What follows belongs to an exercise in optimizing a design on an open flow for small area and a short achievable clock period; a production flow would make more cautious choices.
Function was checked by simulation only, so behaviour that the tests miss may differ from the original.
Power is estimated from default activity; no workload was simulated.

`design/flow/design.v`:
```
package diffeq_pkg;
    localparam int unsigned DEFAULT_WIDTH = 16;
    localparam logic MODE_ADD = 1'b0;
    localparam logic MODE_SUB = 1'b1;
endpackage
module diffeq_fa (
    input  logic a, b, c,
    output logic s, co
);
    assign s  = a ^ b ^ c;
    assign co = (a & b) | (a & c) | (b & c);
endmodule
module diffeq_ha (
    input  logic a, b,
    output logic s, co
);
    assign s  = a ^ b;
    assign co = a & b;
endmodule
module diffeq_xnor (
    input  logic a, b,
    output logic y
);
    assign y = ~(a ^ b);
endmodule
module multiplier
#(
    parameter int unsigned IN_WIDTH = diffeq_pkg::DEFAULT_WIDTH
) (
    input  logic signed [IN_WIDTH-1:0] in1,
    input  logic signed [IN_WIDTH-1:0] in2,
    output logic signed [IN_WIDTH-1:0] out,
    output logic                       ovf
);
    logic [15:0] a, b;
    logic [17:0] x, y, p;
    logic [16:1] ta, tb;
    logic        fits17;
    logic s0;
    logic c0;
    logic s1;
    logic c1;
    logic s2;
    logic c2;
    logic s3;
    logic c3;
    logic s4;
    logic c4;
    logic s5;
    logic c5;
    logic s6;
    logic c6;
    logic s7;
    logic c7;
    logic s8;
    logic c8;
    logic s9;
    logic c9;
    logic s10;
    logic c10;
    logic s11;
    logic c11;
    logic s12;
    logic c12;
    logic s13;
    logic c13;
    logic s14;
    logic c14;
    logic s15;
    logic c15;
    logic s16;
    logic c16;
    logic s17;
    logic c17;
    logic s18;
    logic c18;
    logic s19;
    logic c19;
    logic s20;
    logic c20;
    logic s21;
    logic c21;
    logic s22;
    logic c22;
    logic s23;
    logic c23;
    logic s24;
    logic c24;
    logic s25;
    logic c25;
    logic s26;
    logic c26;
    logic s27;
    logic c27;
    logic s28;
    logic c28;
    logic s29;
    logic c29;
    logic s30;
    logic c30;
    logic s31;
    logic c31;
    logic s32;
    logic c32;
    logic s33;
    logic c33;
    logic s34;
    logic c34;
    logic s35;
    logic c35;
    logic s36;
    logic c36;
    logic s37;
    logic c37;
    logic s38;
    logic c38;
    logic s39;
    logic c39;
    logic s40;
    logic c40;
    logic s41;
    logic c41;
    logic s42;
    logic c42;
    logic s43;
    logic c43;
    logic s44;
    logic c44;
    logic s45;
    logic c45;
    logic s46;
    logic c46;
    logic s47;
    logic c47;
    logic s48;
    logic c48;
    logic s49;
    logic c49;
    logic s50;
    logic c50;
    logic s51;
    logic c51;
    logic s52;
    logic c52;
    logic s53;
    logic c53;
    logic s54;
    logic c54;
    logic s55;
    logic c55;
    logic s56;
    logic c56;
    logic s57;
    logic c57;
    logic s58;
    logic c58;
    logic s59;
    logic c59;
    logic s60;
    logic c60;
    logic s61;
    logic c61;
    logic s62;
    logic c62;
    logic s63;
    logic c63;
    logic s64;
    logic c64;
    logic s65;
    logic c65;
    logic s66;
    logic c66;
    logic s67;
    logic c67;
    logic s68;
    logic c68;
    logic s69;
    logic c69;
    logic s70;
    logic c70;
    logic s71;
    logic c71;
    logic s72;
    logic c72;
    logic s73;
    logic c73;
    logic s74;
    logic c74;
    logic s75;
    logic c75;
    logic s76;
    logic c76;
    logic s77;
    logic c77;
    logic s78;
    logic c78;
    logic s79;
    logic c79;
    logic s80;
    logic c80;
    logic s81;
    logic c81;
    logic s82;
    logic c82;
    logic s83;
    logic c83;
    logic s84;
    logic c84;
    logic s85;
    logic c85;
    logic s86;
    logic c86;
    logic s87;
    logic c87;
    logic s88;
    logic c88;
    logic s89;
    logic c89;
    logic s90;
    logic c90;
    logic s91;
    logic c91;
    logic s92;
    logic c92;
    logic s93;
    logic c93;
    logic s94;
    logic c94;
    logic s95;
    logic c95;
    logic s96;
    logic c96;
    logic s97;
    logic c97;
    logic s98;
    logic c98;
    logic s99;
    logic c99;
    logic s100;
    logic c100;
    logic s101;
    logic c101;
    logic s102;
    logic c102;
    logic s103;
    logic c103;
    logic s104;
    logic c104;
    logic s105;
    logic c105;
    logic s106;
    logic c106;
    logic s107;
    logic c107;
    logic s108;
    logic c108;
    logic s109;
    logic c109;
    logic s110;
    logic c110;
    logic s111;
    logic c111;
    logic s112;
    logic c112;
    logic s113;
    logic c113;
    logic s114;
    logic c114;
    logic s115;
    logic c115;
    logic s116;
    logic c116;
    logic s117;
    logic c117;
    logic s118;
    logic c118;
    logic s119;
    logic c119;
    logic s120;
    logic c120;
    logic s121;
    logic c121;
    logic s122;
    logic c122;
    logic s123;
    logic c123;
    logic s124;
    logic c124;
    logic s125;
    logic c125;
    logic s126;
    logic c126;
    logic s127;
    logic c127;
    logic s128;
    logic c128;
    logic s129;
    logic c129;
    logic s130;
    logic c130;
    logic s131;
    logic c131;
    logic s132;
    logic c132;
    logic s133;
    logic c133;
    logic s134;
    logic c134;
    assign a = in1;
    assign b = in2;
    diffeq_xnor u_hx1 (.a(~(a[0] & b[13])), .b(~(a[1] & b[12])), .y(s0));
    assign c0 = ~(a[0] & b[13]) | ~(a[1] & b[12]);
    diffeq_fa u_fa2 (.a(~(a[0] & b[14])), .b(~(a[1] & b[13])), .c(~(a[2] & b[12])), .s(s1), .co(c1));
    diffeq_xnor u_hx3 (.a(~(a[3] & b[11])), .b(~(a[4] & b[10])), .y(s2));
    assign c2 = ~(a[3] & b[11]) | ~(a[4] & b[10]);
    diffeq_fa u_fa4 (.a(~(a[0] & b[15])), .b(~(a[1] & b[14])), .c(~(a[2] & b[13])), .s(s3), .co(c3));
    diffeq_fa u_fa5 (.a(~(a[3] & b[12])), .b(~(a[4] & b[11])), .c(~(a[5] & b[10])), .s(s4), .co(c4));
    diffeq_xnor u_hx6 (.a(~(a[6] & b[9])), .b(~(a[7] & b[8])), .y(s5));
    assign c5 = ~(a[6] & b[9]) | ~(a[7] & b[8]);
    diffeq_fa u_fa7 (.a(~(a[1] & b[15])), .b(~(a[2] & b[14])), .c(~(a[3] & b[13])), .s(s6), .co(c6));
    diffeq_fa u_fa8 (.a(~(a[4] & b[12])), .b(~(a[5] & b[11])), .c(~(a[6] & b[10])), .s(s7), .co(c7));
    diffeq_fa u_fa9 (.a(~(a[7] & b[9])), .b(~(a[8] & b[8])), .c(~(a[9] & b[7])), .s(s8), .co(c8));
    diffeq_xnor u_hx10 (.a(~(a[10] & b[6])), .b(~(a[11] & b[5])), .y(s9));
    assign c9 = ~(a[10] & b[6]) | ~(a[11] & b[5]);
    diffeq_fa u_fa11 (.a(~(a[2] & b[15])), .b(~(a[3] & b[14])), .c(~(a[4] & b[13])), .s(s10), .co(c10));
    diffeq_fa u_fa12 (.a(~(a[5] & b[12])), .b(~(a[6] & b[11])), .c(~(a[7] & b[10])), .s(s11), .co(c11));
    diffeq_fa u_fa13 (.a(~(a[8] & b[9])), .b(~(a[9] & b[8])), .c(~(a[10] & b[7])), .s(s12), .co(c12));
    diffeq_xnor u_hx14 (.a(~(a[11] & b[6])), .b(~(a[12] & b[5])), .y(s13));
    assign c13 = ~(a[11] & b[6]) | ~(a[12] & b[5]);
    diffeq_xnor u_hx15 (.a(~(a[0] & b[9])), .b(~(a[1] & b[8])), .y(s14));
    assign c14 = ~(a[0] & b[9]) | ~(a[1] & b[8]);
    diffeq_fa u_fa16 (.a(~(a[0] & b[10])), .b(~(a[1] & b[9])), .c(~(a[2] & b[8])), .s(s15), .co(c15));
    diffeq_xnor u_hx17 (.a(~(a[3] & b[7])), .b(~(a[4] & b[6])), .y(s16));
    assign c16 = ~(a[3] & b[7]) | ~(a[4] & b[6]);
    diffeq_fa u_fa18 (.a(~(a[0] & b[11])), .b(~(a[1] & b[10])), .c(~(a[2] & b[9])), .s(s17), .co(c17));
    diffeq_fa u_fa19 (.a(~(a[3] & b[8])), .b(~(a[4] & b[7])), .c(~(a[5] & b[6])), .s(s18), .co(c18));
    diffeq_xnor u_hx20 (.a(~(a[6] & b[5])), .b(~(a[7] & b[4])), .y(s19));
    assign c19 = ~(a[6] & b[5]) | ~(a[7] & b[4]);
    diffeq_fa u_fa21 (.a(~(a[0] & b[12])), .b(~(a[1] & b[11])), .c(~(a[2] & b[10])), .s(s20), .co(c20));
    diffeq_fa u_fa22 (.a(~(a[3] & b[9])), .b(~(a[4] & b[8])), .c(~(a[5] & b[7])), .s(s21), .co(c21));
    diffeq_fa u_fa23 (.a(~(a[6] & b[6])), .b(~(a[7] & b[5])), .c(~(a[8] & b[4])), .s(s22), .co(c22));
    diffeq_xnor u_hx24 (.a(~(a[9] & b[3])), .b(~(a[10] & b[2])), .y(s23));
    assign c23 = ~(a[9] & b[3]) | ~(a[10] & b[2]);
    diffeq_fa u_fa25 (.a(~(a[2] & b[11])), .b(~(a[3] & b[10])), .c(~(a[4] & b[9])), .s(s24), .co(c24));
    diffeq_fa u_fa26 (.a(~(a[5] & b[8])), .b(~(a[6] & b[7])), .c(~(a[7] & b[6])), .s(s25), .co(c25));
    diffeq_fa u_fa27 (.a(~(a[8] & b[5])), .b(~(a[9] & b[4])), .c(~(a[10] & b[3])), .s(s26), .co(c26));
    diffeq_fa u_fa28 (.a(~(a[11] & b[2])), .b(~(a[12] & b[1])), .c(~(a[13] & b[0])), .s(s27), .co(c27));
    diffeq_fa u_fa29 (.a(~(a[5] & b[9])), .b(~(a[6] & b[8])), .c(~(a[7] & b[7])), .s(s28), .co(c28));
    diffeq_fa u_fa30 (.a(~(a[8] & b[6])), .b(~(a[9] & b[5])), .c(~(a[10] & b[4])), .s(s29), .co(c29));
    diffeq_fa u_fa31 (.a(~(a[11] & b[3])), .b(~(a[12] & b[2])), .c(~(a[13] & b[1])), .s(s30), .co(c30));
    diffeq_fa u_fa32 (.a(~(a[14] & b[0])), .b(c0), .c(s2), .s(s31), .co(c31));
    diffeq_fa u_fa33 (.a(~(a[8] & b[7])), .b(~(a[9] & b[6])), .c(~(a[10] & b[5])), .s(s32), .co(c32));
    diffeq_fa u_fa34 (.a(~(a[11] & b[4])), .b(~(a[12] & b[3])), .c(~(a[13] & b[2])), .s(s33), .co(c33));
    diffeq_fa u_fa35 (.a(~(a[14] & b[1])), .b(~(a[15] & b[0])), .c(c2), .s(s34), .co(c34));
    diffeq_fa u_fa36 (.a(s5), .b(c1), .c(s3), .s(s35), .co(c35));
    diffeq_fa u_fa37 (.a(~(a[12] & b[4])), .b(~(a[13] & b[3])), .c(~(a[14] & b[2])), .s(s36), .co(c36));
    diffeq_fa u_fa38 (.a(~(a[15] & b[1])), .b((a[15] & b[0])), .c((b[15] & a[0])), .s(s37), .co(c37));
    diffeq_fa u_fa39 (.a(c5), .b(s9), .c(c3), .s(s38), .co(c38));
    diffeq_fa u_fa40 (.a(c4), .b(s6), .c(s7), .s(s39), .co(c39));
    diffeq_fa u_fa41 (.a(~(a[13] & b[4])), .b(~(a[14] & b[3])), .c(~(a[15] & b[2])), .s(s40), .co(c40));
    diffeq_fa u_fa42 (.a((a[15] & b[1])), .b((b[15] & a[1])), .c(c9), .s(s41), .co(c41));
    diffeq_fa u_fa43 (.a(s13), .b(c6), .c(c7), .s(s42), .co(c42));
    diffeq_fa u_fa44 (.a(c8), .b(s10), .c(s11), .s(s43), .co(c43));
    diffeq_xnor u_hx45 (.a(~(a[0] & b[6])), .b(~(a[1] & b[5])), .y(s44));
    assign c44 = ~(a[0] & b[6]) | ~(a[1] & b[5]);
    diffeq_fa u_fa46 (.a(~(a[0] & b[7])), .b(~(a[1] & b[6])), .c(~(a[2] & b[5])), .s(s45), .co(c45));
    diffeq_xnor u_hx47 (.a(~(a[3] & b[4])), .b(~(a[4] & b[3])), .y(s46));
    assign c46 = ~(a[3] & b[4]) | ~(a[4] & b[3]);
    diffeq_fa u_fa48 (.a(~(a[0] & b[8])), .b(~(a[1] & b[7])), .c(~(a[2] & b[6])), .s(s47), .co(c47));
    diffeq_fa u_fa49 (.a(~(a[3] & b[5])), .b(~(a[4] & b[4])), .c(~(a[5] & b[3])), .s(s48), .co(c48));
    diffeq_xnor u_hx50 (.a(~(a[6] & b[2])), .b(~(a[7] & b[1])), .y(s49));
    assign c49 = ~(a[6] & b[2]) | ~(a[7] & b[1]);
    diffeq_fa u_fa51 (.a(~(a[2] & b[7])), .b(~(a[3] & b[6])), .c(~(a[4] & b[5])), .s(s50), .co(c50));
    diffeq_fa u_fa52 (.a(~(a[5] & b[4])), .b(~(a[6] & b[3])), .c(~(a[7] & b[2])), .s(s51), .co(c51));
    diffeq_fa u_fa53 (.a(~(a[8] & b[1])), .b(~(a[9] & b[0])), .c(s14), .s(s52), .co(c52));
    diffeq_fa u_fa54 (.a(~(a[5] & b[5])), .b(~(a[6] & b[4])), .c(~(a[7] & b[3])), .s(s53), .co(c53));
    diffeq_fa u_fa55 (.a(~(a[8] & b[2])), .b(~(a[9] & b[1])), .c(~(a[10] & b[0])), .s(s54), .co(c54));
    diffeq_fa u_fa56 (.a(c14), .b(s16), .c(s15), .s(s55), .co(c55));
    diffeq_fa u_fa57 (.a(~(a[8] & b[3])), .b(~(a[9] & b[2])), .c(~(a[10] & b[1])), .s(s56), .co(c56));
    diffeq_fa u_fa58 (.a(~(a[11] & b[0])), .b(c16), .c(s19), .s(s57), .co(c57));
    diffeq_fa u_fa59 (.a(c15), .b(s17), .c(s18), .s(s58), .co(c58));
    diffeq_fa u_fa60 (.a(~(a[11] & b[1])), .b(~(a[12] & b[0])), .c(c19), .s(s59), .co(c59));
    diffeq_fa u_fa61 (.a(s23), .b(c17), .c(c18), .s(s60), .co(c60));
    diffeq_fa u_fa62 (.a(s20), .b(s21), .c(s22), .s(s61), .co(c61));
    diffeq_fa u_fa63 (.a(c23), .b(s0), .c(c20), .s(s62), .co(c62));
    diffeq_fa u_fa64 (.a(c21), .b(c22), .c(s24), .s(s63), .co(c63));
    diffeq_fa u_fa65 (.a(s25), .b(s26), .c(s27), .s(s64), .co(c64));
    diffeq_fa u_fa66 (.a(c24), .b(c25), .c(c26), .s(s65), .co(c65));
    diffeq_fa u_fa67 (.a(c27), .b(s28), .c(s29), .s(s66), .co(c66));
    diffeq_fa u_fa68 (.a(s30), .b(s1), .c(s31), .s(s67), .co(c67));
    diffeq_fa u_fa69 (.a(c28), .b(c29), .c(c30), .s(s68), .co(c68));
    diffeq_fa u_fa70 (.a(s32), .b(s33), .c(s4), .s(s69), .co(c69));
    diffeq_fa u_fa71 (.a(c31), .b(s34), .c(s35), .s(s70), .co(c70));
    diffeq_fa u_fa72 (.a(c32), .b(c33), .c(s36), .s(s71), .co(c71));
    diffeq_fa u_fa73 (.a(s37), .b(s8), .c(c34), .s(s72), .co(c72));
    diffeq_fa u_fa74 (.a(c35), .b(s38), .c(s39), .s(s73), .co(c73));
    diffeq_fa u_fa75 (.a(c36), .b(c37), .c(s40), .s(s74), .co(c74));
    diffeq_fa u_fa76 (.a(s12), .b(s41), .c(c38), .s(s75), .co(c75));
    diffeq_fa u_fa77 (.a(c39), .b(s42), .c(s43), .s(s76), .co(c76));
    diffeq_xnor u_hx78 (.a(~(a[0] & b[4])), .b(~(a[1] & b[3])), .y(s77));
    assign c77 = ~(a[0] & b[4]) | ~(a[1] & b[3]);
    diffeq_fa u_fa79 (.a(~(a[0] & b[5])), .b(~(a[1] & b[4])), .c(~(a[2] & b[3])), .s(s78), .co(c78));
    diffeq_xnor u_hx80 (.a(~(a[3] & b[2])), .b(~(a[4] & b[1])), .y(s79));
    assign c79 = ~(a[3] & b[2]) | ~(a[4] & b[1]);
    diffeq_fa u_fa81 (.a(~(a[2] & b[4])), .b(~(a[3] & b[3])), .c(~(a[4] & b[2])), .s(s80), .co(c80));
    diffeq_fa u_fa82 (.a(~(a[5] & b[1])), .b(~(a[6] & b[0])), .c(s44), .s(s81), .co(c81));
    diffeq_fa u_fa83 (.a(~(a[5] & b[2])), .b(~(a[6] & b[1])), .c(~(a[7] & b[0])), .s(s82), .co(c82));
    diffeq_fa u_fa84 (.a(c44), .b(s46), .c(s45), .s(s83), .co(c83));
    diffeq_fa u_fa85 (.a(~(a[8] & b[0])), .b(c46), .c(s49), .s(s84), .co(c84));
    diffeq_fa u_fa86 (.a(c45), .b(s47), .c(s48), .s(s85), .co(c85));
    diffeq_fa u_fa87 (.a(c49), .b(c47), .c(c48), .s(s86), .co(c86));
    diffeq_fa u_fa88 (.a(s50), .b(s51), .c(s52), .s(s87), .co(c87));
    diffeq_fa u_fa89 (.a(c50), .b(c51), .c(s53), .s(s88), .co(c88));
    diffeq_fa u_fa90 (.a(s54), .b(c52), .c(s55), .s(s89), .co(c89));
    diffeq_fa u_fa91 (.a(c53), .b(c54), .c(s56), .s(s90), .co(c90));
    diffeq_fa u_fa92 (.a(s57), .b(c55), .c(s58), .s(s91), .co(c91));
    diffeq_fa u_fa93 (.a(c56), .b(c57), .c(s59), .s(s92), .co(c92));
    diffeq_fa u_fa94 (.a(c58), .b(s60), .c(s61), .s(s93), .co(c93));
    diffeq_fa u_fa95 (.a(c59), .b(c60), .c(c61), .s(s94), .co(c94));
    diffeq_fa u_fa96 (.a(s62), .b(s63), .c(s64), .s(s95), .co(c95));
    diffeq_fa u_fa97 (.a(c62), .b(c63), .c(c64), .s(s96), .co(c96));
    diffeq_fa u_fa98 (.a(s65), .b(s66), .c(s67), .s(s97), .co(c97));
    diffeq_fa u_fa99 (.a(c65), .b(c66), .c(s68), .s(s98), .co(c98));
    diffeq_fa u_fa100 (.a(s69), .b(c67), .c(s70), .s(s99), .co(c99));
    diffeq_fa u_fa101 (.a(c68), .b(c69), .c(s71), .s(s100), .co(c100));
    diffeq_fa u_fa102 (.a(s72), .b(c70), .c(s73), .s(s101), .co(c101));
    diffeq_fa u_fa103 (.a(c71), .b(s74), .c(c72), .s(s102), .co(c102));
    diffeq_fa u_fa104 (.a(s75), .b(c73), .c(s76), .s(s103), .co(c103));
    diffeq_xnor u_hx105 (.a(~(a[0] & b[3])), .b(~(a[1] & b[2])), .y(s104));
    assign c104 = ~(a[0] & b[3]) | ~(a[1] & b[2]);
    diffeq_fa u_fa106 (.a(~(a[2] & b[2])), .b(~(a[3] & b[1])), .c(~(a[4] & b[0])), .s(s105), .co(c105));
    diffeq_fa u_fa107 (.a(~(a[5] & b[0])), .b(c77), .c(s79), .s(s106), .co(c106));
    diffeq_fa u_fa108 (.a(c79), .b(c78), .c(s80), .s(s107), .co(c107));
    diffeq_fa u_fa109 (.a(c80), .b(s82), .c(c81), .s(s108), .co(c108));
    diffeq_fa u_fa110 (.a(c82), .b(s84), .c(c83), .s(s109), .co(c109));
    diffeq_fa u_fa111 (.a(c84), .b(c85), .c(s86), .s(s110), .co(c110));
    diffeq_fa u_fa112 (.a(c86), .b(s88), .c(c87), .s(s111), .co(c111));
    diffeq_fa u_fa113 (.a(c88), .b(s90), .c(c89), .s(s112), .co(c112));
    diffeq_fa u_fa114 (.a(c90), .b(s92), .c(c91), .s(s113), .co(c113));
    diffeq_fa u_fa115 (.a(c92), .b(c93), .c(s94), .s(s114), .co(c114));
    diffeq_fa u_fa116 (.a(c94), .b(c95), .c(s96), .s(s115), .co(c115));
    diffeq_fa u_fa117 (.a(c96), .b(s98), .c(c97), .s(s116), .co(c116));
    diffeq_fa u_fa118 (.a(c98), .b(s100), .c(c99), .s(s117), .co(c117));
    diffeq_fa u_fa119 (.a(c100), .b(s102), .c(c101), .s(s118), .co(c118));
    diffeq_xnor u_hx120 (.a(~(a[0] & b[2])), .b(~(a[1] & b[1])), .y(s119));
    assign c119 = ~(a[0] & b[2]) | ~(a[1] & b[1]);
    diffeq_fa u_fa121 (.a(~(a[2] & b[1])), .b(~(a[3] & b[0])), .c(s104), .s(s120), .co(c120));
    diffeq_fa u_fa122 (.a(c104), .b(s77), .c(s105), .s(s121), .co(c121));
    diffeq_fa u_fa123 (.a(c105), .b(s78), .c(s106), .s(s122), .co(c122));
    diffeq_fa u_fa124 (.a(c106), .b(s81), .c(s107), .s(s123), .co(c123));
    diffeq_fa u_fa125 (.a(c107), .b(s83), .c(s108), .s(s124), .co(c124));
    diffeq_fa u_fa126 (.a(s85), .b(c108), .c(s109), .s(s125), .co(c125));
    diffeq_fa u_fa127 (.a(s87), .b(c109), .c(s110), .s(s126), .co(c126));
    diffeq_fa u_fa128 (.a(c110), .b(s89), .c(s111), .s(s127), .co(c127));
    diffeq_fa u_fa129 (.a(s91), .b(c111), .c(s112), .s(s128), .co(c128));
    diffeq_fa u_fa130 (.a(s93), .b(c112), .c(s113), .s(s129), .co(c129));
    diffeq_fa u_fa131 (.a(s95), .b(c113), .c(s114), .s(s130), .co(c130));
    diffeq_fa u_fa132 (.a(s97), .b(c114), .c(s115), .s(s131), .co(c131));
    diffeq_fa u_fa133 (.a(c115), .b(s99), .c(s116), .s(s132), .co(c132));
    diffeq_fa u_fa134 (.a(s101), .b(c116), .c(s117), .s(s133), .co(c133));
    diffeq_fa u_fa135 (.a(s103), .b(c117), .c(s118), .s(s134), .co(c134));
    assign x = {c133, c132, c131, c130, c129, c128, c127, c126, c125, c124, c123, c122, c121, c120, c119, s119, ~(a[0] & b[1]), ~(a[0] & b[0])};
    assign y = {s134, s133, s132, s131, s130, s129, s128, s127, s126, s125, s124, s123, s122, s121, s120, ~(a[2] & b[0]), ~(a[1] & b[0]), 1'b1};
    assign p = ~(x + y + 18'd1) ^ 18'h20000;
    assign out = p[15:0];
    assign ta[16] = 1'b1;
    assign tb[16] = 1'b1;
    genvar k;
    for (k = 1; k < 16; k++) begin : g_fit
        assign ta[k] = ta[k+1] & (a[k-1] == a[15]);
        assign tb[k] = tb[k+1] & (b[k-1] == b[15]);
    end
    assign fits17 = ta[3] | tb[3] | (ta[4] & tb[15]) | (ta[5] & tb[14]) | (ta[6] & tb[13]) | (ta[7] & tb[12]) | (ta[8] & tb[11]) | (ta[9] & tb[10]) | (ta[10] & tb[9]) | (ta[11] & tb[8]) | (ta[12] & tb[7]) | (ta[13] & tb[6]) | (ta[14] & tb[5]) | (ta[15] & tb[4]);
    assign ovf = !fits17 || !((&p[17:15]) || !(|p[17:15]));
endmodule
module adder_subtractor
#(
    parameter int unsigned WIDTH = diffeq_pkg::DEFAULT_WIDTH
) (
    input  logic signed [WIDTH-1:0] in1,
    input  logic signed [WIDTH-1:0] in2,
    input  logic                    mode,
    output logic signed [WIDTH-1:0] out,
    output logic                    ovf
);
    logic sign1;
    logic sign2_eff;
    logic sign_out;
    assign out       = (mode == diffeq_pkg::MODE_SUB) ? (in1 - in2) : (in1 + in2);
    assign sign1     = in1[WIDTH-1];
    assign sign2_eff = (mode == diffeq_pkg::MODE_SUB) ? ~in2[WIDTH-1] : in2[WIDTH-1];
    assign sign_out  = out[WIDTH-1];
    assign ovf       = (sign1 == sign2_eff) && (sign_out != sign1);
endmodule
module diffeq_fu_core
#(
    parameter int unsigned WIDTH = diffeq_pkg::DEFAULT_WIDTH
) (
    input  logic                    clk,
    input  logic                    reset,
    input  logic                    en,
    input  logic signed [WIDTH-1:0] v1,
    input  logic signed [WIDTH-1:0] v2,
    input  logic signed [WIDTH-1:0] v3,
    input  logic signed [WIDTH-1:0] v4,
    input  logic signed [WIDTH-1:0] v5,
    input  logic signed [WIDTH-1:0] v6,
    input  logic                    mode,
    output logic signed [WIDTH-1:0] w1,
    output logic signed [WIDTH-1:0] w2,
    output logic signed [WIDTH-1:0] w3,
    output logic signed [WIDTH-1:0] r1,
    output logic signed [WIDTH-1:0] r2,
    output logic signed [WIDTH-1:0] r3,
    output logic                    ovf1,
    output logic                    ovf2,
    output logic                    ovf3,
    output logic                    valid
);
    logic m1_ovf, m2_ovf, a1_ovf;
    logic signed [WIDTH-1:0] r1_d, r1_q;
    logic signed [WIDTH-1:0] r2_d, r2_q;
    logic signed [WIDTH-1:0] r3_d, r3_q;
    logic                    ovf1_d, ovf1_q;
    logic                    ovf2_d, ovf2_q;
    logic                    ovf3_d, ovf3_q;
    logic                    valid_d, valid_q;
    multiplier #(.IN_WIDTH(WIDTH)) u_m1 (
        .in1 (v1),
        .in2 (v2),
        .out (w1),
        .ovf (m1_ovf)
    );
    multiplier #(.IN_WIDTH(WIDTH)) u_m2 (
        .in1 (v3),
        .in2 (v4),
        .out (w2),
        .ovf (m2_ovf)
    );
    adder_subtractor #(.WIDTH(WIDTH)) u_a1 (
        .in1  (v5),
        .in2  (v6),
        .mode (mode),
        .out  (w3),
        .ovf  (a1_ovf)
    );
    always_comb begin
        r1_d    = r1_q;
        r2_d    = r2_q;
        r3_d    = r3_q;
        ovf1_d  = ovf1_q;
        ovf2_d  = ovf2_q;
        ovf3_d  = ovf3_q;
        valid_d = 1'b0;
        if (en) begin
            r1_d    = w1;
            r2_d    = w2;
            r3_d    = w3;
            ovf1_d  = m1_ovf;
            ovf2_d  = m2_ovf;
            ovf3_d  = a1_ovf;
            valid_d = 1'b1;
        end
    end
    always_ff @(posedge clk or posedge reset) begin
        if (reset) begin
            r1_q    <= '0;
            r2_q    <= '0;
            r3_q    <= '0;
            ovf1_q  <= 1'b0;
            ovf2_q  <= 1'b0;
            ovf3_q  <= 1'b0;
            valid_q <= 1'b0;
        end else begin
            r1_q    <= r1_d;
            r2_q    <= r2_d;
            r3_q    <= r3_d;
            ovf1_q  <= ovf1_d;
            ovf2_q  <= ovf2_d;
            ovf3_q  <= ovf3_d;
            valid_q <= valid_d;
        end
    end
    assign r1    = r1_q;
    assign r2    = r2_q;
    assign r3    = r3_q;
    assign ovf1  = ovf1_q;
    assign ovf2  = ovf2_q;
    assign ovf3  = ovf3_q;
    assign valid = valid_q;
endmodule
```
`design/flow/flow/run.sh`:
```
#!/bin/bash
# Standard layout, with the port buffers made from the smallest buffer cell.
export BUFFER_PORTS_ARGS="-buffer_cell sky130_fd_sc_hd__buf_1"

bash standard.sh > standard_run.log 2>&1
```
`design/flow/standard.sh`:
```
#!/bin/bash
# synth_recipe.tcl (not shown) runs the flow's synth.tcl, then flattens the netlist and writes it again
# the make line also repeats each setting of config.mk as NAME=value (left out here)
make -C /OpenROAD-flow-scripts/flow DESIGN_CONFIG=/design/flow/config.mk WORK_HOME=/design/flow/orfs CLKGATE_MAP_FILE= SYNTH_SCRIPT=/design/flow/synth_recipe.tcl "${@:-finish}"
```
`design/flow/config.mk`:
```
export PLATFORM = sky130hd
export DESIGN_NAME = diffeq_fu_core
export DESIGN_NICKNAME = diffeq_fu_core
export VERILOG_FILES = /design/flow/design.v
export SDC_FILE = /design/flow/constraint.sdc
export NUM_CORES = 4
export LEC_CHECK = 0
export CAP_MARGIN = 20
export CORE_MARGIN = 2
export CORE_UTILIZATION = 40
export SETUP_SLACK_MARGIN = 2
export SLEW_MARGIN = 20
export SYNTH_HIERARCHICAL = 1
export SYNTH_MINIMUM_KEEP_SIZE = 0
```
`design/flow/constraint.sdc`:
```
create_clock -name core_clock -period 10.0 [get_ports {clk}]
set_input_delay 2.0000 -clock core_clock [delete_from_list [all_inputs] [get_ports {clk}]]
set_output_delay 2.0000 -clock core_clock [all_outputs]
set_load 0.01 [all_outputs]
```
==> results of run 1 <==
## logic make-up after synthesis
kind of cell / count (synthesis) / share of synthesized area, %
xor gates and xnor gates: 98 / 6.88
buffers and inverters: 131 / 4.65
AOI/OAI and AO/OA: 193 / 10.3
and+or+nand+nor: 511 / 17.8
DFF: 52 / 10.4
muxes: 55 / 6.43
adders and majority gates: 289 / 43.5
## synth_stat cells (all sizes together), types with 22 or more instances
master and n:
nand2 345, fa 241, clkbuf 80, xnor2 73
a21oi 66, dfrtp 52, mux2 51, ha 48
nor2 36, o21ai 32, inv 29, xor2 25
buf 22
## sequential cells by signal, indices dropped and copies added, names as in the netlist
signal   flops
ovf2_q       1
ovf3_q       1
r2_q        16
r1_q        16
ovf1_q       1
r3_q        16
valid_q      1
## layout make-up
cell class | instances | area [sq um] | share of cell area (%)
multi-input cells | 1146 | 11100 | 71.1
repair buffers | 311 | 2440 | 15.6
flip-flops and latches | 52 | 1300 | 8.33
well taps | 396 | 495 | 3.17
clock buffers | 5 | 125 | 0.801
inverters | 29 | 111 | 0.712
clock inverters | 3 | 46.3 | 0.296
## path summary, 6_finish.rpt
| kind | startpoint | endpoint | slack [ns] | cells past startpoint |
|---|---|---|---|---|
| setup / recovery | v1[0] | w1[15] | 1.92 | 13 |
| hold / removal | r3_q[12] | r3_q[12] | 0.51 | 1 |
| setup reg to reg | r2_q[15] | r2_q[15] | 9.19 | 1 |
| hold reg to reg | r3_q[12] | r3_q[12] | 0.51 | 1 |
| max in group asynchronous | reset | r1_q[14] | 7.48 | 3 |
| min in group asynchronous | reset | r3_q[14] | 1.73 | 2 |
## per-stage QoR
step	util [%]	hold WS, ns	cells	power [mW]	area, sq um
floorplan	-	0.551	1329	3.49	12600
finish	51.0	0.512	1942	5.92	15600
CTS	49.2	0.514	1919	5.51	15100
global route	51.0	0.525	1942	6.46	15600
detailed placement	44.0	0.491	1846	4.57	13500
global placement	44.0	0.492	1846	4.53	13500
## per-module statistics from Yosys (local to each module, per instance), a selection
module,times used,cell area [sq um],cells,flops+latches
diffeq_fa,238,20.0,1,0
diffeq_xnor,32,8.76,1,0
diffeq_fu_core,1,2180,110,52
## power breakdown
group / switching [mW] / internal (mW)
combinational: 2.71 / 2.65
sequential: 0.0481 / 0.308
clock: 0.0869 / 0.119
## worst max-delay path: cells and delay by family
kind                     cells  cell delay [ns]
AO/OA/AOI/OAI                4             0.95
buffers and inverters        2             0.40
AND/OR/NAND/NOR              1             0.06
adder cells (fa/ha/maj)      6             2.68
## metal layers
metal / vias up / track usage [%] / share of wire, %
met5: - / 0 / 0
met3: 46 / 3.01 / 7.1
met1: 5396 / 33.5 / 45
met2: 499 / 36.8 / 47
li1: 4814 / - / -
met4: 0 / 5.03 / 1.5
## what timing repair did
action                                  4_1_cts  5_1_grt
setup buffers                                58       22
pin swaps                                    51       51
endpoints found under the setup margin       15       10
cloned                                        7        1
resized for setup                           274       78
## placed cells by master, fill, tap and decap left out, types with 23 or more instances in the layout
master   synthesis  routed
a21oi_1         66      63
buf_1           16     129
buf_12           5      23
buf_4            0      95
dfrtp_1         52      52
fa_1           241     220
ha_1            48      31
inv_1           29      26
mux2_4          50      50
nand2_1        345     330
nor2_1          36      34
o21ai_0         32      30
xnor2_1         73      69
xor2_1          25      24
==> impl_metrics.ini, run 1 <==
[yosys]
synth.avg_cell_area_sq_um = 9.39
synth_seq_cells = 52
ys.flop_type = dfrtp_1
netlist-cell-type-count = 61
async_flop_share_pct = 100
netlist.area_leader.share_pct = 38.7
synth_edf_count = 0
synthTopCellsByArea = fa_1 39%, dfrtp_1 10%, nand2_1 10%
ys_seq_area_share_pct = 10.4
synthCells = 1329
synth_area_leader_cell = fa_1
synth_fp_nets = 1718
yosys_warnings = 7
syn_area_sq_um = 12500

[worst_setup_path]
critPathMaxFanout = 6
crit_arrival_ns = 6.08
crit_top_cell = fa_1
setup.worst_path.class = input pin to primary output
start_kind = input pin
worstPathCellList = bufbuf_16 -> nand2_1 -> fa_1 -> fa_2 -> fa_1 -> fa_1 -> fa_1 -> ha_2 -> a21o_1 -> a21o_1 -> a22o_2 -> a311o_1 -> buf_2
worstPathRequired_ns = 8.00
max_stage_delay_ns = 0.56
slowest_stage = fa_1
endpoint_kind = primary output

[floorplan]
rows = 64
dieArea_sq_um = 32600
die_h_um = 181
initial_utilization_pct = 40.7
core_sq_um = 30700
die_x_um = 181
io_pins = 200

[power]
p_leak_nw = 6.09
cellPowerDensity_nw_per_um2 = 379
ir_worst_vdd_mv = 0.356

[place]
gp_congestion = 0.854
dp_hpwl_mm = 27.6
dp_slack_ns = 1.12
portBuffers = 199

[clocking]
ctsHoldBuffers = 0
clockBufferDepth = 2
root_buffer = clkbuf_16
cts_tree = yes
cts_made_buffers = 5
path_clk_slew_ns = 0.08
clk_latency_ns = 0.30
htreeDepth = 2
clkSinkCount = 52

[cells_and_area]
post_route_cells_drive_above_1_share_pct = 22.3
area_growth_pct = 25.2
fin_nets = 1934
antenna_cells = 0
nFillCells = 2823

[timing]
setup_ws_ns = 1.92
fmax_mhz = 124
tightest_slew_ns = 1.09
finalCriticalPeriod_ns = 8.08
hold_violations = 0
rsz0062_at_grt = true
clock_skew_ns = 0
drv_slew = 0
setup-violations-final = 0
final.setup.tns_ns = 0
fin_crit_sh_pct = 80.8
slew_headroom_pct = 27.3

[routing]
drt_iter0_drc = 874
ant_nets = 0
vias = 10800
drt_wl_total_mm = 38.5
drtPass1Iterations = 5
remaining_drc_errors = 0
viasPerCell = 5.54
routedWlPerCell_um = 19.8

[status]
outcome = timing/DRC/antenna clean

[grt]
grt_use_total_pct = 23.1
antenna_found_initial = 0
grt_pass1_wl_mm = 60.5
first_global_vias = 11000
grt.overflow.total = 0
grt_start_max_net_pins = 53

[worst_hold_path]
hold_path.class = flip-flop to flip-flop

[run]
cap_violations = 0
==> run 2, diff against run 1 <==
--- a/design/flow/flow/run.sh
+++ b/design/flow/flow/run.sh
@@ -3,3 +3,3 @@
 export BUFFER_PORTS_ARGS="-buffer_cell sky130_fd_sc_hd__buf_1"
-
+export RECOVER_POWER=100
 bash standard.sh > standard_run.log 2>&1
==> run 2 against run 1 <==
Net effect:
- the layout now fails its checks (capacitance limit, slew limit)
- power decreased by 4.6%
- die area did not move
- largest cell class unchanged
- synthesized cell count stayed put
- sequential share of layout area up 0.18 points
==> impl_metrics.ini, run 2 <==
[clocking]
path_clk_slew_ns = 0.08
clk_latency_ns = 0.30
root_buffer = clkbuf_16
clkSinkCount = 52
clockBufferDepth = 2
cts_tree = yes
cts_made_buffers = 5
htreeDepth = 2
ctsHoldBuffers = 0

[place]
gp_congestion = 0.854
dp_hpwl_mm = 27.6
dp_slack_ns = 1.12
portBuffers = 199
placed_cell_area_sq_um = 13500
dp_cells = 1846

[cells_and_area]
seqCellArea_sq_um = 1300
layout_common_cells = 332 x nand2_1, 221 x fa_1, 127 x buf_1
nFillCells = 2896
antenna_cells = 0
area_growth_pct = 22.5
fin_nets = 1934
multi_input_area_sq_um = 10900
final_area_sq_um = 15300
final_common_cell = nand2_1
reg_top3 = r1_q: 16 flops, r2_q: 16 flops, r3_q: 16 flops
final_cells = 1942
post_route_cells_drive_above_1_share_pct = 18.0

[floorplan]
rows = 64
io_pins = 200
dieArea_sq_um = 32600
die_h_um = 181
die_x_um = 181
initial_utilization_pct = 40.7
core_sq_um = 30700

[routing]
drt_wl_total_mm = 38.4
drtPass1Iterations = 5
ant_nets = 0
remaining_drc_errors = 0
viasPerCell = 5.56
vias = 10800
routedWlPerCell_um = 19.8
drt_iter0_drc = 845

[timing]
drv_slew = 53
rsz0062_at_grt = true
setup-violations-final = 0
slew_headroom_pct = -129
final.setup.tns_ns = 0
fmax_mhz = 117
tightest_slew_ns = 3.44
fin_crit_sh_pct = 85.3
setup_ws_ns = 1.47
finalCriticalPeriod_ns = 8.53
hold_violations = 0
clock_skew_ns = 0

[worst_setup_path]
crit_start = v4[1]
worstPathRequired_ns = 8.00
setup.worst_path.class = input pin to primary output
critPathMaxFanout = 12
ff2ff_path_depth = 1
worstReg2RegStart = r2_q[15]
crit_arrival_ns = 6.53
start_kind = input pin
endpoint_kind = primary output

[yosys]
async_flop_share_pct = 100
synthCells = 1329
synth_fp_nets = 1718
netlist-cell-type-count = 61
synth_edf_count = 0
synth_seq_cells = 52
yosys_warnings = 7
ys.flop_type = dfrtp_1
yosysMostFrequentCell = nand2_1
synthTopCellsByArea = fa_1 39%, dfrtp_1 10%, nand2_1 10%
netlist.area_leader.share_pct = 38.7
synth.avg_cell_area_sq_um = 9.39
syn_area_sq_um = 12500
ys_top_cells_by_count = 345 x nand2_1, 241 x fa_1, 80 x clkbuf_1
synth_area_leader_cell = fa_1
ys_seq_area_share_pct = 10.4

[status]
outcome = finished with violations
violatedChecks = capacitance limit, slew limit

[grt]
grt.overflow.total = 0
grt_start_max_net_pins = 53
antenna_found_initial = 0
grt_use_total_pct = 23.1
grt_pass1_wl_mm = 60.5
first_global_vias = 11000

[run]
cap_violations = 2

[power]
cellPowerDensity_nw_per_um2 = 369
finalPower_mw = 5.65
ir_worst_vdd_mv = 0.352
p_leak_nw = 5.86

[worst_hold_path]
hold_path.class = flip-flop to flip-flop
min_path_cells = 1
min_from = r3_q[12]
## run 2: cell counts after synthesis
No cell type changed its count.
## run 2: power by group
group / internal (mW) / switching [mW] / total (mW)
Combinational: 2.44 / 2.65 / 5.09
Sequential: 0.308 / 0.0453 / 0.353
Clock: 0.119 / 0.0865 / 0.206
Total: 2.86 / 2.78 / 5.65
## run 2: modules after synthesis, one instance, submodules excluded, excerpt
module | area [sq um] | copies in the design
diffeq_fa | 20.0 | 238
diffeq_fu_core | 2180 | 1
diffeq_xnor | 8.76 | 32
## run 2: layout make-up
cell class                      instances  share of cell area, %
Clock buffer                            5                  0.818
Clock inverter                          3                  0.303
Inverter                               29                  0.728
Multi-Input combinational cell       1146                   71.0
Sequential cell                        52                   8.51
Tap cell                              396                   3.24
Timing Repair Buffer                  311                   15.4
## run 2: repair_timing
action                     CTS  global route
pin swaps                   51            51
setup endpoints to repair   15            10
cloned                       7             1
gates resized for setup    274            78
setup buffers               58            22
## run 2: kinds of logic (layout without fill, tap and decap cells)
| logic type | after synthesis | in the layout | synth area share, % |
|---|---|---|---|
| buf+inv | 131 | 348 | 4.65 |
| compound gates | 193 | 193 | 10.3 |
| fa+ha+maj | 289 | 289 | 43.5 |
| mux | 55 | 55 | 6.43 |
| simple gates | 511 | 511 | 17.8 |
| xor+xnor | 98 | 98 | 6.88 |
| flops | 52 | 52 | 10.4 |
## run 2: path summary, 6_finish.rpt
| check | to | slack (ns) |
|---|---|---|
| max | w2[14] | 1.47 |
| max reg2reg | r2_q[15] | 9.17 |
| min in group asynchronous | r3_q[14] | 1.92 |
| min | r3_q[12] | 0.49 |
| max in group asynchronous | r3_q[1] | 6.16 |
| min reg2reg | r3_q[12] | 0.49 |
## run 2: metrics by stage
step,utilization [%],hold WS (ns)
6_report,49.9,0.487
4_1_cts,49.2,0.514
5_1_grt,49.9,0.503
3_5_place_dp,44.0,0.491
3_3_place_gp,44.0,0.492
2_1_floorplan,-,0.551
## run 2: worst max-delay path: stages
cell and delay, ns:
clkbuf_1 0.55, nand2_1 0.17, fa_1 0.55, fa_1 0.46
fa_1 0.54, fa_1 0.42, ha_1 0.36, nand2_1 0.09
a2111oi_0 0.46, o41ai_1 0.22, nand2_1 0.13, a21o_1 0.12
a21oi_2 0.05, xor2_1 0.19, clkbuf_1 0.17
## run 2: metal layers
layer	wire (um)	GRT usage [%]	up-vias
met2	18100	36.8	515
met4	495	5.03	0
li1	-	-	4823
met3	2750	3.01	44
met1	17000	33.5	5425
met5	0	0	-
==> run 3, diff against run 2 <==
==> design/flow/flow/run.sh (replaced) <==
#!/bin/bash
# Standard layout, with the port buffers made from the smallest buffer cell.
export BUFFER_PORTS_ARGS="-buffer_cell sky130_fd_sc_hd__buf_1"

bash standard.sh > standard_run.log 2>&1
--- a/design/flow/config.mk
+++ b/design/flow/config.mk
@@ -10,3 +10,3 @@
 export CORE_UTILIZATION = 40
-export SETUP_SLACK_MARGIN = 2
+export SETUP_SLACK_MARGIN = 0.5
 export SLEW_MARGIN = 20
==> run 3 against run 2 <==
Net effect:
- the run now finishes clean
- core utilization fell by 5.6 points
- worst setup slack lost 0.40 ns
- sequential share of layout area up 1.1 points
- clock-buffer cell count unchanged
- register-to-register slack improved by 0.03 ns
- clock power is 5% lower
- largest power group unchanged
- highest routed layer unchanged
==> impl_metrics.ini, run 3 <==
[floorplan]
core_sq_um = 30700
dieArea_sq_um = 32600
die_x_um = 181
die_h_um = 181
initial_utilization_pct = 40.7
io_pins = 200
rows = 64

[clocking]
cts_made_buffers = 5
htreeDepth = 2
cts_setup_buffers = 0
ctsResizeCount = 0
root_buffer = clkbuf_16
cts_tree = yes
clk_latency_ns = 0.29
ctsHoldBuffers = 0
path_clk_slew_ns = 0.07
clockBufferDepth = 2
clkSinkCount = 52

[grt]
antenna_found_initial = 0
grt_start_max_net_pins = 53
grt_pass1_wl_mm = 57.4
grt_use_total_pct = 21.9
grt.overflow.total = 0
first_global_vias = 10400

[cells_and_area]
reg_top3 = r1_q: 16 flops, r2_q: 16 flops, r3_q: 16 flops
antenna_cells = 0
area_growth_pct = 8.66
layout_common_cells = 345 x nand2_1, 241 x fa_1, 197 x buf_1
final_area_sq_um = 13600
post_route_cells_drive_above_1_share_pct = 6.89
final_cells = 1848
final_common_cell = nand2_1
fin_nets = 1842

[timing]
tightest_slew_ns = 1.13
hold_violations = 0
drv_slew = 0
fin_crit_sh_pct = 89.3
final.setup.tns_ns = 0
slew_headroom_pct = 24.6
setup-violations-final = 0
rsz0062_at_grt = false
clock_skew_ns = 0
fmax_mhz = 112
finalCriticalPeriod_ns = 8.93

[routing]
viasPerCell = 5.54
ant_nets = 0
drt_iter0_drc = 765
routedWlPerCell_um = 19.3
vias = 10200
drt_wl_total_mm = 35.7
remaining_drc_errors = 0
drtPass1Iterations = 5

[worst_setup_path]
start_kind = input pin
setup.worst_path.class = input pin to primary output
endpoint_kind = primary output
ff2ff_path_depth = 1
critPathMaxFanout = 19
crit_arrival_ns = 6.93
worstPathRequired_ns = 8.00

[status]
outcome = timing/DRC/antenna clean

[yosys]
ys_top_cells_by_count = 345 x nand2_1, 241 x fa_1, 80 x clkbuf_1
ys.flop_type = dfrtp_1
synthTopCellsByArea = fa_1 39%, dfrtp_1 10%, nand2_1 10%
yosys_warnings = 7
async_flop_share_pct = 100
synth_edf_count = 0
netlist.area_leader.share_pct = 38.7
netlist-cell-type-count = 61
yosysMostFrequentCell = nand2_1
synth_fp_nets = 1718
synth_seq_cells = 52
synth.avg_cell_area_sq_um = 9.39
ys_seq_area_share_pct = 10.4
synthCells = 1329
syn_area_sq_um = 12500
synth_area_leader_cell = fa_1

[power]
p_int_mw = 2.22
p_leak_nw = 5.08
ir_worst_vdd_mv = 0.345
pwr-share-clk_pct = 4.1
cellPowerDensity_nw_per_um2 = 348
combPwrFrac_pct = 88.3
power_switching_mw = 2.49
power_frac_seq_pct = 7.5
switching_share_pct = 52.9

[place]
portBuffers = 199
dp_cells = 1842
placed_cell_area_sq_um = 13400
gp_congestion = 0.888
dp_hpwl_mm = 27.9

[worst_hold_path]
hold_path.class = flip-flop to flip-flop
min_path_cells = 1

[run]
cap_violations = 0
==> run 3: cell types whose count changed in the layout (fill, tap and decap cells not counted), moves of 15 or more <==
cell / before / now
fa_1: 221 / 241
mux2_1: 33 / 0
clkbuf_1: 17 / 0
buf_12: 23 / 0
buf_1: 127 / 197
buf_6: 18 / 0
fa_2: 20 / 0
buf_4: 90 / 20
mux2_4: 17 / 50
buf_2: 15 / 0
==> run 3: per-layer routing <==
layer | up-vias | global-route usage [%] | part of all wire, %
met4 | 0 | 5.23 | 2.0
met3 | 44 | 3.40 | 6.7
met1 | 5155 | 31.5 | 45
met5 | - | 0 | 0
met2 | 410 | 34.7 | 47
li1 | 4622 | - | -
==> run 3: final timing paths <==
path | startpoint | end | slack (ns)
worst min-delay path | r2_q[1] | r2_q[1] | 0.51
max in group asynchronous | reset | r1_q[7] | 7.46
min in group asynchronous | reset | r1_q[5] | 1.72
worst max-delay path | v3[2] | w2[14] | 1.07
worst max register to register | r2_q[15] | r2_q[15] | 9.20
worst min register to register | r2_q[1] | r2_q[1] | 0.51
==> run 3: kinds of logic (layout without fill, tap and decap cells) <==
group	after synthesis	in the layout	share of synthesized area [%]
AO/OA/AOI/OAI	193	193	10.3
XOR/XNOR	98	98	6.88
adder cells (fa/ha/maj)	289	289	43.5
AND/OR/NAND/NOR	511	511	17.8
buffers and inverters	131	254	4.65
multiplexers	55	55	6.43
flip-flops	52	52	10.4
==> run 3: Yosys stat by module (local to each module, per instance), excerpt <==
module          cells inside  flops+latches  cell area, sq um
diffeq_xnor                1              0              8.76
diffeq_fa                  1              0              20.0
diffeq_fu_core           110             52              2180
==> run 3: power groups by stage <==
stage	registers (mW)	logic, mW	clock network, mW
CTS	0.356	4.16	0.203
finish	0.356	4.16	0.195
floorplan	0.391	3.00	0
detailed placement	0.358	4.14	0
global route	0.368	4.61	0.210
global placement	0.358	4.07	0
==> run 3: layout make-up <==
type / count / area [sq um]
clock inverter: 1 / 30.0
fill: 2989 / 17100
sequential: 52 / 1300
multi-input combinational: 1146 / 10600
inverter: 29 / 109
tap: 396 / 495
timing repair buffer: 219 / 902
clock buffer: 5 / 125
==> run 3: metrics by stage <==
step | worst slack, ns | utilization (%) | power, mW | hold slack [ns]
2_1_floorplan | 1.66 | - | 3.39 | 0.551
3_3_place_gp | 1.11 | 43.7 | 4.43 | 0.493
5_1_grt | 0.748 | 44.2 | 5.19 | 0.530
3_5_place_dp | 1.01 | 43.7 | 4.50 | 0.491
4_1_cts | 1.01 | 44.2 | 4.72 | 0.513
6_report | 1.07 | 44.2 | 4.71 | 0.508
==> run 3: worst max-delay path: stages <==
cell and delay [ns]:
buf_1 0.71, nand2_1 0.15, fa_1 0.54, fa_1 0.43
fa_1 0.39, fa_1 0.51, fa_1 0.41, ha_1 0.41
inv_1 0.10, a2111oi_0 0.38, o41ai_1 0.19, nand2_1 0.14
a21o_1 0.12, a21oi_1 0.07, xor2_1 0.19, buf_1 0.18
==> run 4, diff against run 3 <==
--- a/design/flow/config.mk
+++ b/design/flow/config.mk
@@ -10,3 +10,3 @@
 export CORE_UTILIZATION = 40
-export SETUP_SLACK_MARGIN = 0.5
+export SETUP_SLACK_MARGIN = 1.2
 export SLEW_MARGIN = 20
==> run 4 against run 3 <==
Net effect:
- power up 0.11%
- non-clock buffer count is the same
- highest routed layer unchanged
- synthesized cell count unchanged
- maximum frequency up 3.3%
- register-to-register slack about the same
- critical endpoint is now w1[15]
- clock-buffer cell count unchanged
- sequential power barely moved
- cell area increased by 0.44%
- first-iteration DRC count fell by 2.7%
- via count rose by 0.22%
- critical path depth shrank 3
- global-route usage hardly changed
==> impl_metrics.ini, run 4 <==
[yosys]
synth_fp_nets = 1718
synth.avg_cell_area_sq_um = 9.39
synth_fa_ha_area_share_pct = 43.5
ys_top_cells_by_count = 345 x nand2_1, 241 x fa_1, 80 x clkbuf_1
netlist-cell-type-count = 61
ys.flop_type = dfrtp_1
ys_seq_area_share_pct = 10.4
synth_edf_count = 0
synth_area_leader_cell = fa_1
synth_compound_area_share_pct = 10.3
yosysMostFrequentCell = nand2_1
synth_top_family_by_area = adder cells
yosys_warnings = 7
muxShareOfSynthArea_pct = 6.43
synthSimpleGateAreaFrac_pct = 17.8
async_flop_share_pct = 100
synthCells = 1329
syn_area_sq_um = 12500
synth_seq_cells = 52
synth_xor_area_share_pct = 6.88
synthTopCellsByArea = fa_1 39%, dfrtp_1 10%, nand2_1 10%
netlist.area_leader.share_pct = 38.7

[worst_setup_path]
crit_arrival_ns = 6.64
endpoint_kind = primary output
worstPathRequired_ns = 8.00
critPathMaxFanout = 11
crit_top_cell = fa_1
path_delay_family = adder cells
setup.worst_path.class = input pin to primary output
slowest_stage = fa_1
max_stage_delay_ns = 0.59
worstPathCellList = buf_1 -> nand2_1 -> fa_1 -> fa_1 -> fa_1 -> fa_1 -> fa_1 -> ha_1 -> a21o_1 -> a21o_1 -> a22o_2 -> a311o_1 -> buf_1
critical_path_buf_inv_count = 2
start_kind = input pin

[routing]
viasPerCell = 5.55
drt_iter0_drc = 744
ant_nets = 0
remaining_drc_errors = 0
drt_wl_total_mm = 35.7
routedWlPerCell_um = 19.3
vias = 10300
drtPass1Iterations = 5

[timing]
slew_headroom_pct = 31.5
fmax_mhz = 116
finalCriticalPeriod_ns = 8.64
fin_crit_sh_pct = 86.4
setup-violations-final = 0
hold_violations = 0
clock_skew_ns = 0
holdWs_ns = 0.508
rsz0062_at_grt = true
final.setup.tns_ns = 0
drv_slew = 0
tightest_slew_ns = 1.03

[cells_and_area]
post_route_cells_drive_above_1_share_pct = 9.09
seqCellArea_sq_um = 1300
multi_input_area_sq_um = 10600
final_common_cell = nand2_1
antenna_cells = 0
nFillCells = 2986
final_area_sq_um = 13600
reg_top3 = r1_q: 16 flops, r2_q: 16 flops, r3_q: 16 flops
fin_nets = 1842
area_growth_pct = 9.14
layout_common_cells = 345 x nand2_1, 241 x fa_1, 163 x buf_1
utilization_pct = 44.4

[clocking]
root_buffer = clkbuf_16
clockBufferDepth = 2
clkSinkCount = 52
ctsHoldBuffers = 0
htreeDepth = 2
cts_setup_buffers = 0
cts_tree = yes
clk_latency_ns = 0.29
path_clk_slew_ns = 0.07
cts_made_buffers = 5

[place]
dp_hpwl_mm = 27.9
portBuffers = 199
placed_cell_area_sq_um = 13400
gp_congestion = 0.888

[grt]
grt.overflow.total = 0
grt_pass1_wl_mm = 57.4
antenna_found_initial = 0
first_global_vias = 10400
grt_use_total_pct = 21.9
grt_start_max_net_pins = 53

[floorplan]
dieArea_sq_um = 32600
core_sq_um = 30700
die_x_um = 181
io_pins = 200
die_h_um = 181
rows = 64
initial_utilization_pct = 40.7

[run]
cap_violations = 0

[power]
finalPower_mw = 4.72
cellPowerDensity_nw_per_um2 = 347
p_leak_nw = 5.18
ir_worst_vdd_mv = 0.344

[status]
outcome = timing/DRC/antenna clean

[worst_hold_path]
hold_path.class = flip-flop to flip-flop
run 4: cell counts after synthesis:
No cell type changed its count.
run 4: final timing paths:
check | start | end | slack (ns) | cells past startpoint
max | v1[6] | w1[15] | 1.36 | 13
min | r2_q[1] | r2_q[1] | 0.51 | 1
max reg2reg | r2_q[15] | r2_q[15] | 9.20 | 1
min reg2reg | r2_q[1] | r2_q[1] | 0.51 | 1
max in group asynchronous | reset | r1_q[7] | 7.46 | 3
min in group asynchronous | reset | r1_q[5] | 1.72 | 2
run 4: where the power goes:
group,switching (mW),internal (mW)
logic,2.37,1.80
registers,0.0479,0.308
clock network,0.0789,0.116
total,2.50,2.22
run 4: area by class of cell:
type	instances	area share (%)
flip-flops and latches	52	9.55
clock inverters	1	0.220
multi-input cells	1146	77.8
inverters	29	0.799
well taps	396	3.64
clock buffers	5	0.919
repair buffers	219	7.06
run 4: logic make-up (layout without fill, tap and decap cells):
logic type      after synthesis  in the layout
compound gates              193            193
xor+xnor                     98             98
mux                          55             55
fa+ha+maj                   289            289
buf+inv                     131            254
flops                        52             52
simple gates                511            511
run 4: repair_timing:
| item | in CTS | in global routing |
|---|---|---|
| cloned | 0 | 0 |
| gates resized for setup | 7 | 47 |
| endpoints found under the setup margin | 5 | 6 |
run 4: stage by stage:
stage	setup WS, ns	cells
detailed placement	1.01	1842
finish	1.36	1848
floorplan	1.66	1329
global route	1.20	1848
global placement	1.11	1842
CTS	1.19	1848
run 4: modules after synthesis, one instance, submodules excluded, excerpt:
module	flip-flops and latches	times used	cells inside	area [sq um]
diffeq_fa	0	238	1	20.0
diffeq_xnor	0	32	1	8.76
diffeq_fu_core	52	1	110	2180
run 4: metal layers:
metal	vias to the layer above	routed length, um	global-route usage, %
li1	4630	-	-
met1	5185	16000	31.5
met2	404	16700	34.7
met3	34	2380	3.40
met4	0	629	5.23
met5	-	0	0
==> run 5, diff against run 4 <==
--- a/design/flow/config.mk
+++ b/design/flow/config.mk
@@ -10,3 +10,3 @@
 export CORE_UTILIZATION = 40
-export SETUP_SLACK_MARGIN = 1.2
+export SETUP_SLACK_MARGIN = 1.8
 export SLEW_MARGIN = 20
==> run 5 against run 4 <==
Net effect:
- wire length is 3.0% higher
- first-iteration DRC count is 10% higher
- critical path depth is 2 higher
- largest power group unchanged
==> impl_metrics.ini, run 5 <==
[yosys]
synth_area_leader_cell = fa_1
ys_top_cells_by_count = 345 x nand2_1, 241 x fa_1, 80 x clkbuf_1
synthTopCellsByArea = fa_1 39%, dfrtp_1 10%, nand2_1 10%
synth.avg_cell_area_sq_um = 9.39
synthCells = 1329
yosys_warnings = 7
synth_edf_count = 0
ys.flop_type = dfrtp_1
netlist-cell-type-count = 61
yosysMostFrequentCell = nand2_1
ys_seq_area_share_pct = 10.4
synth_fp_nets = 1718
netlist.area_leader.share_pct = 38.7
syn_area_sq_um = 12500
synth_seq_cells = 52
async_flop_share_pct = 100

[timing]
tightest_slew_ns = 1.06
clock_skew_ns = 0
rsz0062_at_grt = true
finalCriticalPeriod_ns = 8.16
fin_crit_sh_pct = 81.6
drv_slew = 0
setup-violations-final = 0
hold_violations = 0
fmax_mhz = 122
final.setup.tns_ns = 0
slew_headroom_pct = 29.4

[grt]
grt_pass1_wl_mm = 58.4
first_global_vias = 10700
grt_use_total_pct = 22.1
grt_start_max_net_pins = 53
antenna_found_initial = 0
grt.overflow.total = 0

[floorplan]
dieArea_sq_um = 32600
initial_utilization_pct = 40.7
rows = 64
die_h_um = 181
core_sq_um = 30700
die_x_um = 181
io_pins = 200

[place]
portBuffers = 199
placed_cell_area_sq_um = 13500
dp_hpwl_mm = 27.7
gp_congestion = 0.857

[cells_and_area]
antenna_cells = 0
area_growth_pct = 17.7
reg_top3 = r1_q: 16 flops, r2_q: 16 flops, r3_q: 16 flops
final_area_sq_um = 14700
seqCellArea_sq_um = 1300
layout_common_cells = 340 x nand2_1, 232 x fa_1, 136 x buf_1
nFillCells = 2930
fin_nets = 1899
post_route_cells_drive_above_1_share_pct = 18.1
multi_input_area_sq_um = 10900
final_common_cell = nand2_1

[worst_hold_path]
hold_path.class = flip-flop to flip-flop
min_path_cells = 1
min_from = r1_q[7]
hold_end = r1_q[7]

[routing]
routedWlPerCell_um = 19.3
viasPerCell = 5.55
drt_wl_total_mm = 36.8
remaining_drc_errors = 0
drtPass1Iterations = 5
ant_nets = 0
drt_iter0_drc = 821
vias = 10600

[worst_setup_path]
setup.worst_path.class = input pin to primary output
reg2reg_slack_ns = 9.20
endpoint_kind = primary output
worstPathRequired_ns = 8.00
start_kind = input pin
timing.rr.end = r2_q[15]
critPathMaxFanout = 11
crit_arrival_ns = 6.16
ff2ff_path_depth = 1
worstReg2RegStart = r2_q[15]

[power]
p_leak_nw = 5.65
cellPowerDensity_nw_per_um2 = 374
ir_worst_vdd_mv = 0.499
finalPower_mw = 5.50

[clocking]
clkSinkCount = 52
cts_made_buffers = 5
clk_latency_ns = 0.28
root_buffer = clkbuf_16
clockBufferDepth = 2
htreeDepth = 2
ctsHoldBuffers = 0
cts_tree = yes
path_clk_slew_ns = 0.06

[status]
outcome = timing/DRC/antenna clean

[run]
cap_violations = 0
## run 5: cell counts after synthesis
No cell type changed its count.
## run 5: per-layer routing
layer / vias to the layer above / share of wire [%] / wire (um) / track usage [%]
met3: 42 / 6.2 / 2280 / 2.24
met5: - / 0 / 0 / 0
met2: 454 / 47 / 17400 / 36.1
li1: 4746 / - / - / -
met1: 5339 / 45 / 16500 / 31.8
met4: 0 / 1.6 / 576 / 5.13
## run 5: worst max path at each step
stage | startpoint | to | slack, ns | cells past startpoint
CTS | v1[1] | w1[15] | 1.79 | 15
detailed placement | v1[3] | w1[15] | 1.07 | 15
finish | v1[1] | w1[15] | 1.84 | 15
global route | v2[2] | ovf1_q | 1.66 | 30
global placement | v1[3] | w1[15] | 1.16 | 15
floorplan | v1[1] | w1[14] | 1.81 | 16
## run 5: cells by family after synthesis
logic type      after synthesis  share of synthesized area, %
compound gates              193                          10.3
simple gates                511                          17.8
buf+inv                     131                          4.65
flops                        52                          10.4
fa+ha+maj                   289                          43.5
mux                          55                          6.43
xor+xnor                     98                          6.88
## run 5: where the power goes
part	total [mW]	internal (mW)	switching, mW
Combinational	4.97	2.38	2.59
Sequential	0.357	0.308	0.0492
Clock	0.175	0.0927	0.0824
## run 5: timing repair
item                       in CTS  in global routing
setup buffers                  22                 26
gates cloned                    2                  1
gates resized for setup       155                103
pin swaps                       9                 44
setup endpoints to repair      11                  8
## run 5: cell type report
cell class,count,share of cell area (%)
Clock buffer,5,0.852
Clock inverter,3,0.128
Inverter,29,0.758
Multi-Input combinational cell,1146,74.3
Sequential cell,52,8.86
Tap cell,396,3.37
Timing Repair Buffer,276,11.7
## run 5: through the flow
stage	setup slack [ns]	std cells	util [%]	hold slack, ns
after floorplan	1.81	1329	-	0.551
after global placement	1.16	1848	43.9	0.489
after detailed placement	1.07	1848	43.9	0.493
after CTS	1.79	1880	46.0	0.516
after global routing	1.66	1907	47.9	0.527
final	1.84	1907	47.9	0.512
## run 5: Yosys stat by module, one instance, submodules excluded, excerpt
module          flops+latches  cells  cell area, sq um  copies in the design
diffeq_fu_core             52    110              2180                     1
diffeq_xnor                 0      1              8.76                    32
diffeq_fa                   0      1              20.0                   238
## run 5: worst max-delay path: stages
cell,delay [ns]
buf_6,0.07
buf_8,0.11
buf_6,0.15
nand2_1,0.08
fa_1,0.51
fa_1,0.52
fa_1,0.40
fa_1,0.48
fa_1,0.55
ha_4,0.24
a21o_1,0.17
a21o_1,0.17
a22o_2,0.20
a311o_1,0.34
buf_2,0.15
==> run 6, diff against run 5 <==
--- a/design/flow/config.mk
+++ b/design/flow/config.mk
@@ -10,3 +10,3 @@
 export CORE_UTILIZATION = 40
-export SETUP_SLACK_MARGIN = 1.8
+export SETUP_SLACK_MARGIN = 1.5
 export SLEW_MARGIN = 20
==> run 6 against run 5 <==
Net effect:
- still clean on timing, DRC and antenna
- sequential share of layout area rose by 0.61 points
- core utilization fell by 3.1 points
- via count fell by 3.8%
- clock power rose by 11%
- first-iteration DRC count fell by 12%
- hold slack got worse by 0.0046 ns
- worst setup slack got worse by 0.20 ns
- clock skew did not move
- power fell by 13%
- wire length fell by 2.8%
- cell count fell by 3.0%
==> impl_metrics.ini, run 6 <==
[yosys]
synthCells = 1329
ys_top_cells_by_count = 345 x nand2_1, 241 x fa_1, 80 x clkbuf_1
netlist-cell-type-count = 61
syn_area_sq_um = 12500
yosysMostFrequentCell = nand2_1
synth_area_leader_cell = fa_1
synth_fp_nets = 1718
async_flop_share_pct = 100
netlist.area_leader.share_pct = 38.7
yosys_warnings = 7
synth.avg_cell_area_sq_um = 9.39
ys.flop_type = dfrtp_1
ys_seq_area_share_pct = 10.4
synth_seq_cells = 52
synth_edf_count = 0
synthTopCellsByArea = fa_1 39%, dfrtp_1 10%, nand2_1 10%

[timing]
clock_skew_ns = 0
slew_headroom_pct = 32.0
rsz0062_at_grt = true
drv_slew = 0
hold_violations = 0
fin_crit_sh_pct = 83.7
tightest_slew_ns = 1.02
setup-violations-final = 0
final.setup.tns_ns = 0
fmax_mhz = 120
finalCriticalPeriod_ns = 8.37

[clocking]
clk_latency_ns = 0.29
root_buffer = clkbuf_16
path_clk_slew_ns = 0.07
ctsHoldBuffers = 0
cts_tree = yes
htreeDepth = 2
clkSinkCount = 52
cts_made_buffers = 5
clockBufferDepth = 2

[floorplan]
dieArea_sq_um = 32600
rows = 64
die_h_um = 181
io_pins = 200
core_sq_um = 30700
die_x_um = 181
initial_utilization_pct = 40.7

[worst_hold_path]
min_from = r2_q[1]
hold_end = r2_q[1]
min_path_cells = 1
hold_path.class = flip-flop to flip-flop

[grt]
grt_use_total_pct = 21.9
grt_start_max_net_pins = 53
antenna_found_initial = 0
first_global_vias = 10400
grt.overflow.total = 0
grt_pass1_wl_mm = 57.5

[routing]
vias = 10200
drt_wl_total_mm = 35.7
routedWlPerCell_um = 19.3
remaining_drc_errors = 0
viasPerCell = 5.51
ant_nets = 0
drtPass1Iterations = 5
drt_iter0_drc = 726

[worst_setup_path]
timing.rr.end = r2_q[15]
ff2ff_path_depth = 1
worstPathRequired_ns = 8.00
start_kind = input pin
critPathMaxFanout = 14
worstReg2RegStart = r2_q[15]
setup.worst_path.class = input pin to primary output
crit_arrival_ns = 6.37
reg2reg_slack_ns = 9.20
endpoint_kind = primary output

[place]
gp_congestion = 0.888
dp_hpwl_mm = 27.9
portBuffers = 199

[cells_and_area]
reg_top3 = r1_q: 16 flops, r2_q: 16 flops, r3_q: 16 flops
nFillCells = 2975
utilization_pct = 44.8
area_growth_pct = 10.1
post_route_cells_drive_above_1_share_pct = 11.1
layout_common_cells = 345 x nand2_1, 241 x fa_1, 145 x buf_1
fin_nets = 1843
final_common_cell = nand2_1
antenna_cells = 0

[power]
cellPowerDensity_nw_per_um2 = 347
ir_worst_vdd_mv = 0.344
p_leak_nw = 5.25

[run]
cap_violations = 0

[status]
outcome = timing/DRC/antenna clean
[run 6: cell counts after synthesis]
Identical to the previous run, type by type.
[run 6: cells by family after synthesis]
group / synth area share, %
and+or+nand+nor: 17.8
muxes: 6.43
buffers and inverters: 4.65
DFF: 10.4
AOI/OAI and AO/OA: 10.3
adders and majority gates: 43.5
xor gates and xnor gates: 6.88
[run 6: worst max path at each step]
stage	from	slack, ns	end	depth (start not counted)
final	v1[3]	1.63	w1[15]	15
after global routing	v1[0]	1.50	w1[14]	16
after CTS	v4[15]	1.50	w2[15]	13
after detailed placement	v3[4]	1.01	w2[15]	14
after global placement	v3[4]	1.11	w2[15]	14
after floorplan	v1[3]	1.66	w1[15]	14
[run 6: timing repair]
action / CTS / global route
setup buffers: 0 / 1
gates resized for setup: 60 / 65
setup endpoints to repair: 9 / 6
[run 6: critical path, cell delays in order]
cell and delay (ns):
clkbuf_4 0.21, buf_6 0.19, nand2_1 0.08, xnor2_1 0.18, fa_1 0.47, fa_1 0.47
fa_1 0.39, fa_1 0.51, fa_1 0.45, ha_1 0.37, and3_1 0.24, and2_1 0.18
o211a_1 0.13, a311o_1 0.33, buf_1 0.15
[run 6: cell type report]
class / count / area (sq um) / share of cell area [%]
inverter: 29 / 109 / 0.792
multi-input combinational: 1146 / 10600 / 77.4
clock buffer: 5 / 125 / 0.911
timing repair buffer: 220 / 1040 / 7.60
clock inverter: 1 / 30.0 / 0.219
sequential: 52 / 1300 / 9.47
tap: 396 / 495 / 3.61
[run 6: power by group]
group          switching [mW]  internal [mW]
clock                  0.0786          0.116
sequential             0.0478          0.308
combinational            2.39           1.83
total                    2.51           2.26
[run 6: per-module statistics from Yosys, one instance, submodules excluded, a selection]
module / times used / flip-flops and latches / area (sq um)
diffeq_fu_core: 1 / 52 / 2180
diffeq_fa: 238 / 0 / 20.0
diffeq_xnor: 32 / 0 / 8.76
[run 6: stage by stage]
stage | hold slack, ns | setup slack [ns] | power [mW] | std cells | area [sq um]
CTS | 0.513 | 1.50 | 4.72 | 1848 | 13700
global route | 0.530 | 1.50 | 5.24 | 1849 | 13700
finish | 0.508 | 1.63 | 4.77 | 1849 | 13700
detailed placement | 0.491 | 1.01 | 4.50 | 1842 | 13400
floorplan | 0.551 | 1.66 | 3.39 | 1329 | 12500
global placement | 0.493 | 1.11 | 4.43 | 1842 | 13400
[run 6: routing by layer]
| metal | GRT usage [%] | wire [um] | up-vias |
|---|---|---|---|
| li1 | - | - | 4628 |
| met5 | 0 | 0 | - |
| met1 | 31.5 | 16000 | 5115 |
| met2 | 34.8 | 16600 | 394 |
| met3 | 3.23 | 2330 | 42 |
| met4 | 5.32 | 744 | 0 |

Re-timed with assumed drivers on the ports (clkbuf_16 on the clock, buf_2 on other inputs), run 6 has 1.601 ns of setup slack against 1.632 ns with ideal ports, and 1.601 ns once port delays also move by the mid clock arrival of 0.330 ns.
